Source: an optimization exercise on an open RTL-to-GDS flow (aim: small area). Production flows keep margins and buffers that such runs may drop. The RTL was checked by simulation tests, not by an equivalence proof against the original design. No activity file was given, so power comes from the tool's default toggle rates.

## gpio_top
module gpio_top(
   input  logic                             PCLK,
   input  logic                             aresetn,
   input  logic                             psel_i,
   input  logic                             penable_i,
   input  logic                             pwrite_i,
   input  logic [gpio_pkg::ADDR_WIDTH-1:0]  paddr_i,
   input  logic [gpio_pkg::APB_WIDTH-1:0]   pwdata_i,
   output logic [gpio_pkg::APB_WIDTH-1:0]   prdata_o,
   output logic                             pready_o,
   output logic                             pslverr_o,
   input  logic [gpio_pkg::IO_NUM-1:0]      gpio_in_i,
   output logic [gpio_pkg::IO_NUM-1:0]      gpio_out_o,
   output logic [gpio_pkg::IO_NUM-1:0]      gpio_oe_o,
   output logic [gpio_pkg::IO_NUM-1:0]      int_o,
   output logic                             int_or_o
);
Size in the first run: ~2000 cells after synthesis, roughly 210 I/O pins, roughly 19000 um^2 of cells after synthesis.
clock: 7.0 ns
lec_check: 0
abc_area: 1
cap_margin: 0
core_margin: 2
core_utilization: 65
slew_margin: 0
standard.sh (not shown) runs the stock make flow with config.mk's settings and CLKGATE_MAP_FILE= SYNTH_SCRIPT=/design/flow/synth_recipe.tcl, a recipe that flattens the netlist after the stock synthesis.
==> flow/flow/run.sh <==
#!/bin/bash
# Own layout flow. Synthesis: the standard synthesis, plus area-mapped
# netlists with the same flip-flops (same instances, names and cells), made
# with a few area-oriented ABC scripts (step 2). In each, every enable mux (a
# flip-flop's output fed back through a 2:1 mux) is then built as nor2 + a21oi.
# The smallest netlist whose flip-flops match the
# standard synthesis's is laid out with the standard layout, with port
# buffers of the smallest buffer cell, a smaller clock tree and smaller repair
# buffers. Each tool's output goes to its own log in this folder.
set -euo pipefail
W=$PWD
R=$W/orfs/results/$FLOW_PLATFORM/gpio_top/base
LIB=$FLOW_HOME/platforms/$FLOW_PLATFORM/lib/sky130_fd_sc_hd__tt_025C_1v80.lib
YOSYS=$FLOW_HOME/../tools/install/yosys/bin/yosys

# 1. standard synthesis
bash standard.sh synth > synth.log 2>&1
cp "$R/1_2_yosys.v" std_1_2_yosys.v
python3 flow/flops.py std_1_2_yosys.v > flops_std.txt

area() {  # netlist -> cell area
  sed -e "s#@LIB@#$LIB#g" -e "s#@NET@#$1#" -e "s#@TOP@#$FLOW_TOP#" -e "s#@OUT@#$1.stat#" flow/area.ys > "$1.area.ys"
  "$YOSYS" -q -s "$1.area.ys" > "$1.area.log" 2>&1
  awk '/Chip area/ {print $NF}' "$1.stat"
}

# 2. candidates: for each area-oriented ABC script flow/abc_N.script,
#   a) ORFS's synthesis script with that ABC script in place of the standard one,
#   b) the standard netlist's combinational logic re-mapped with it;
# each followed by the enable-mux rewrite.
sed -e "s#source \$::env(SCRIPTS_DIR)/synth.tcl#source $W/synth_mod.tcl#" synth_recipe.tcl > my_synth.tcl
grep -q synth_mod my_synth.tcl
DU=$(sed -n '/DONT_USE_CELLS += /,/^#/p' "$FLOW_HOME/platforms/$FLOW_PLATFORM/config.mk" \
     | grep -o 'sky130_fd_sc_hd__[a-z0-9_]*' | sed 's/^/-dont_use /' | tr '\n' ' ')
CAND=""
for S in flow/abc_*.script; do
  k=$(basename "$S" .script)
  O=$W/orfs_$k
  mkdir -p "$O/results/$FLOW_PLATFORM/gpio_top/base"
  cp -p "$R"/1_1_yosys_canonicalize.rtlil "$O/results/$FLOW_PLATFORM/gpio_top/base/"
  cp -rp orfs/objects "$O/" 2>/dev/null || true
  sed -e "s#log_cmd abc {\*}\$abc_args#log_cmd abc {*}[lreplace \$abc_args 1 1 $W/$S]#" \
      "$FLOW_HOME/scripts/synth.tcl" > "synth_mod_$k.tcl"
  grep -q "lreplace" "synth_mod_$k.tcl"
  sed -e "s#synth_mod.tcl#synth_mod_$k.tcl#" my_synth.tcl > "my_synth_$k.tcl"
  sed -n '/^make /p' standard.sh | sed -e "s#WORK_HOME=[^ ]*#WORK_HOME=$O#" \
      -e "s#SYNTH_SCRIPT=[^ ]*#SYNTH_SCRIPT=$W/my_synth_$k.tcl#" -e 's#"${@:-finish}"#do-yosys#' > "my_synth_$k.sh"
  if bash "my_synth_$k.sh" > "my_synth_$k.log" 2>&1; then
    python3 flow/muxfb.py "$O/results/$FLOW_PLATFORM/gpio_top/base/1_2_yosys.v" "cand_a_$k.v" > "muxfb_a_$k.log" 2>&1 \
      && CAND="$CAND cand_a_$k.v"
  fi
  sed -e "s#@LIB@#$LIB#g" -e "s#@DU@#$DU#" -e "s#@TOP@#$FLOW_TOP#g" -e "s#@SCRIPT@#$W/$S#" \
      -e "s#resyn_out.v#resyn_out_$k.v#" -e "s#resyn_before.txt#resyn_before_$k.txt#" \
      -e "s#resyn_after.txt#resyn_after_$k.txt#" flow/resyn.ys > "resyn_$k.ys"
  if "$YOSYS" -s "resyn_$k.ys" > "resyn_$k.log" 2>&1; then
    python3 flow/muxfb.py "resyn_out_$k.v" "cand_b_$k.v" > "muxfb_b_$k.log" 2>&1 && CAND="$CAND cand_b_$k.v"
  fi
done

# pick the smallest candidate that keeps the standard flip-flops
BEST=std_1_2_yosys.v
BESTA=$(area std_1_2_yosys.v)
for c in $CAND; do
  python3 flow/flops.py "$c" > "flops_$c.txt"
  if cmp -s flops_std.txt "flops_$c.txt"; then
    a=$(area "$c")
    echo "$c $a" >> candidates.txt
    if awk -v a="$a" -v b="$BESTA" 'BEGIN {exit !(a < b)}'; then BEST=$c; BESTA=$a; fi
  else
    echo "$c flip-flops differ from the standard synthesis" >> candidates.txt
  fi
done
echo "chosen $BEST $BESTA" >> candidates.txt
cp "$BEST" "$R/1_2_yosys.v"

# 3. the standard layout from the chosen netlist
export BUFFER_PORTS_ARGS="-buffer_cell sky130_fd_sc_hd__buf_1"
# clock tree: sink clusters of ten and no dummy loads
export CTS_ARGS="-sink_clustering_enable -repair_clock_nets -dont_use_dummy_load -buf_list sky130_fd_sc_hd__clkbuf_4 -sink_clustering_size 10 -sink_clustering_max_diameter 40"
# keep the placement-time repair from picking the largest buffers
export PRE_GLOBAL_PLACE_TCL=$W/flow/dontbig.tcl
export PRE_RESIZE_TCL=$W/flow/dontbig.tcl
bash standard.sh finish > layout.log 2>&1
Other scripts of this flow, unchanged in this note and not shown: flow/flow/abc_1.script, flow/flow/abc_2.script, flow/flow/abc_3.script, flow/flow/abc_4.script, flow/flow/area.ys, flow/flow/dontbig.tcl, flow/flow/flops.py, flow/flow/muxfb.py, flow/flow/resyn.ys
Then changed:
CAP_MARGIN = 20   (was 0)
SLEW_MARGIN = 20   (was 0)
=> The changed run completed with no timing, DRC or antenna violations. Die area does not change. Cell count is unchanged. Routed wire length stays flat. Non-clock buffer count does not change. Cell area barely changes. Setup slack degrades by 0.040 ns. Clock-buffer cell count is unchanged. Area after synthesis stays the same. Combinational power hardly moves. Utilization hardly moves.

gpio_top, a different RTL version from the one above (not shown whole).
export LEC_CHECK = 0
export ABC_AREA = 1
export CAP_MARGIN = 20
export CORE_MARGIN = 2
export CORE_UTILIZATION = 40
export CTS_BUF_LIST = sky130_fd_sc_hd__clkbuf_4
export SLEW_MARGIN = 20
create_clock -name core_clock -period 7.0 [get_ports {PCLK}]
==> flow/flow/run.sh <==
#!/bin/bash
# Own layout flow: the standard synthesis, then its combinational logic re-mapped
# for area (flip-flops untouched), then the standard layout with the port
# buffers made from the smallest buffer cell. Each tool's output goes to its own log.
set -euo pipefail
W=$PWD
R=$W/orfs/results/$FLOW_PLATFORM/gpio_top/base
LIB=$FLOW_HOME/platforms/$FLOW_PLATFORM/lib/sky130_fd_sc_hd__tt_025C_1v80.lib
YOSYS=$FLOW_HOME/../tools/install/yosys/bin/yosys

# 1. standard synthesis
bash standard.sh synth > synth.log 2>&1
cp "$R/1_2_yosys.v" std_1_2_yosys.v

# 2. re-map the combinational logic
DU=$(sed -n '/DONT_USE_CELLS += /,/^#/p' "$FLOW_HOME/platforms/$FLOW_PLATFORM/config.mk" \
     | grep -o 'sky130_fd_sc_hd__[a-z0-9_]*' | sed 's/^/-dont_use /' | tr '\n' ' ')
sed -e "s#@LIB@#$LIB#g" -e "s#@DU@#$DU#" -e "s#@TOP@#$FLOW_TOP#g" \
    -e "s#@SCRIPT@#$W/flow/abc_area.script#" flow/resyn.ys > resyn_run.ys
"$YOSYS" -s resyn_run.ys > resyn.log 2>&1
cp resyn_out.v "$R/1_2_yosys.v"

# 3. the standard layout from the re-mapped netlist
export BUFFER_PORTS_ARGS="-buffer_cell sky130_fd_sc_hd__buf_1"
bash standard.sh finish > layout.log 2>&1
==> flow/flow/abc_area.script <==
strash
&get -n
&st
&dch
&nf -R 1000
&put
topo
==> flow/flow/resyn.ys <==
# Re-map the combinational logic of the standard synthesis netlist with an
# area-oriented ABC script. Flip-flop instances keep their cells and names.
read_liberty -ignore_miss_func @LIB@
read_verilog std_1_2_yosys.v
hierarchy -top @TOP@
setattr -mod -set keep_hierarchy 1 sky130_fd_sc_hd__df*
flatten
opt_clean
tee -o resyn_before.txt stat -liberty @LIB@
abc -liberty @LIB@ -script @SCRIPT@ @DU@
opt_clean -purge
hilomap -singleton -hicell sky130_fd_sc_hd__conb_1 HI -locell sky130_fd_sc_hd__conb_1 LO
splitnets
opt_clean -purge
select @TOP@
tee -o resyn_after.txt stat -liberty @LIB@
write_verilog -noattr -nohex -nodec -selected resyn_out.v
Change:
==> flow/run.sh (new file) <==
#!/bin/bash
# synth_recipe.tcl (not shown) runs the flow's synth.tcl, then flattens the netlist and writes it again
# the make line also repeats each setting of config.mk as NAME=value (left out here)
make -C /OpenROAD-flow-scripts/flow DESIGN_CONFIG=/design/flow/config.mk WORK_HOME=/design/flow/orfs CLKGATE_MAP_FILE= SYNTH_SCRIPT=/design/flow/synth_recipe.tcl finish
removed: flow/flow/run.sh
removed: flow/flow/abc_area.script
removed: flow/flow/resyn.ys
removed: flow/standard.sh
Total power climbs by a little under a tenth.
Setup slack got worse by 150 ps.
Synthesized area grows by roughly a tenth.
Sequential share of layout area falls by 4.5 points.
Design area goes up by roughly a tenth.
Core utilization rises by 0.17 points.
Final cell count went up by a quarter to a third.
Worst hold slack improved by 23 ps.
Combinational power came out higher by well over a third.

## afterwards: timing with drivers on the ports
The flow's constraints put no driver on any port. The routed layouts listed below were extracted and timed again, unchanged, in two steps.
Step 1 (the two cells are an assumption about what drives the block):
set clk [get_ports {PCLK}]
set_driving_cell -lib_cell sky130_fd_sc_hd__clkbuf_16 $clk
set_driving_cell -lib_cell sky130_fd_sc_hd__buf_2 [delete_from_list [all_inputs] $clk]
Step 2 times the ports against the registers' clock, not the clock port: input delays grow and output delays shrink by t, the midpoint of the rising clock arrivals with the driver on.
Slacks: no drivers / after step 1 / after step 2; pairs: no drivers / after step 1.
| run | t (ns) | setup WS [ns] | worst register clock-pin slew, ns | worst data-port slew with drivers (ns) | pins driven straight from the clock port |
|---|---|---|---|---|---|
| the first run of note 1 | 0.766 | 0.869 / 0.821 / 0.821 | 0.11 / 0.11 | 0.06 | 1 |
| the second run of note 1 | 0.770 | 0.828 / 0.782 / 0.782 | 0.11 / 0.11 | 0.05 | 1 |
| the first run of note 2 | 1.015 | 0.824 / 0.802 / 0.802 | 0.08 / 0.08 | 0.07 | 1 |
| the second run of note 2 | 1.010 | 0.671 / 0.580 / 0.580 | 0.08 / 0.08 | 0.09 | 1 |
After both steps every run listed still meets setup and hold. The setup slack of the second run of note 2, which loses most, moves by -0.091 ns with the drivers and by -0.091 ns with both steps.
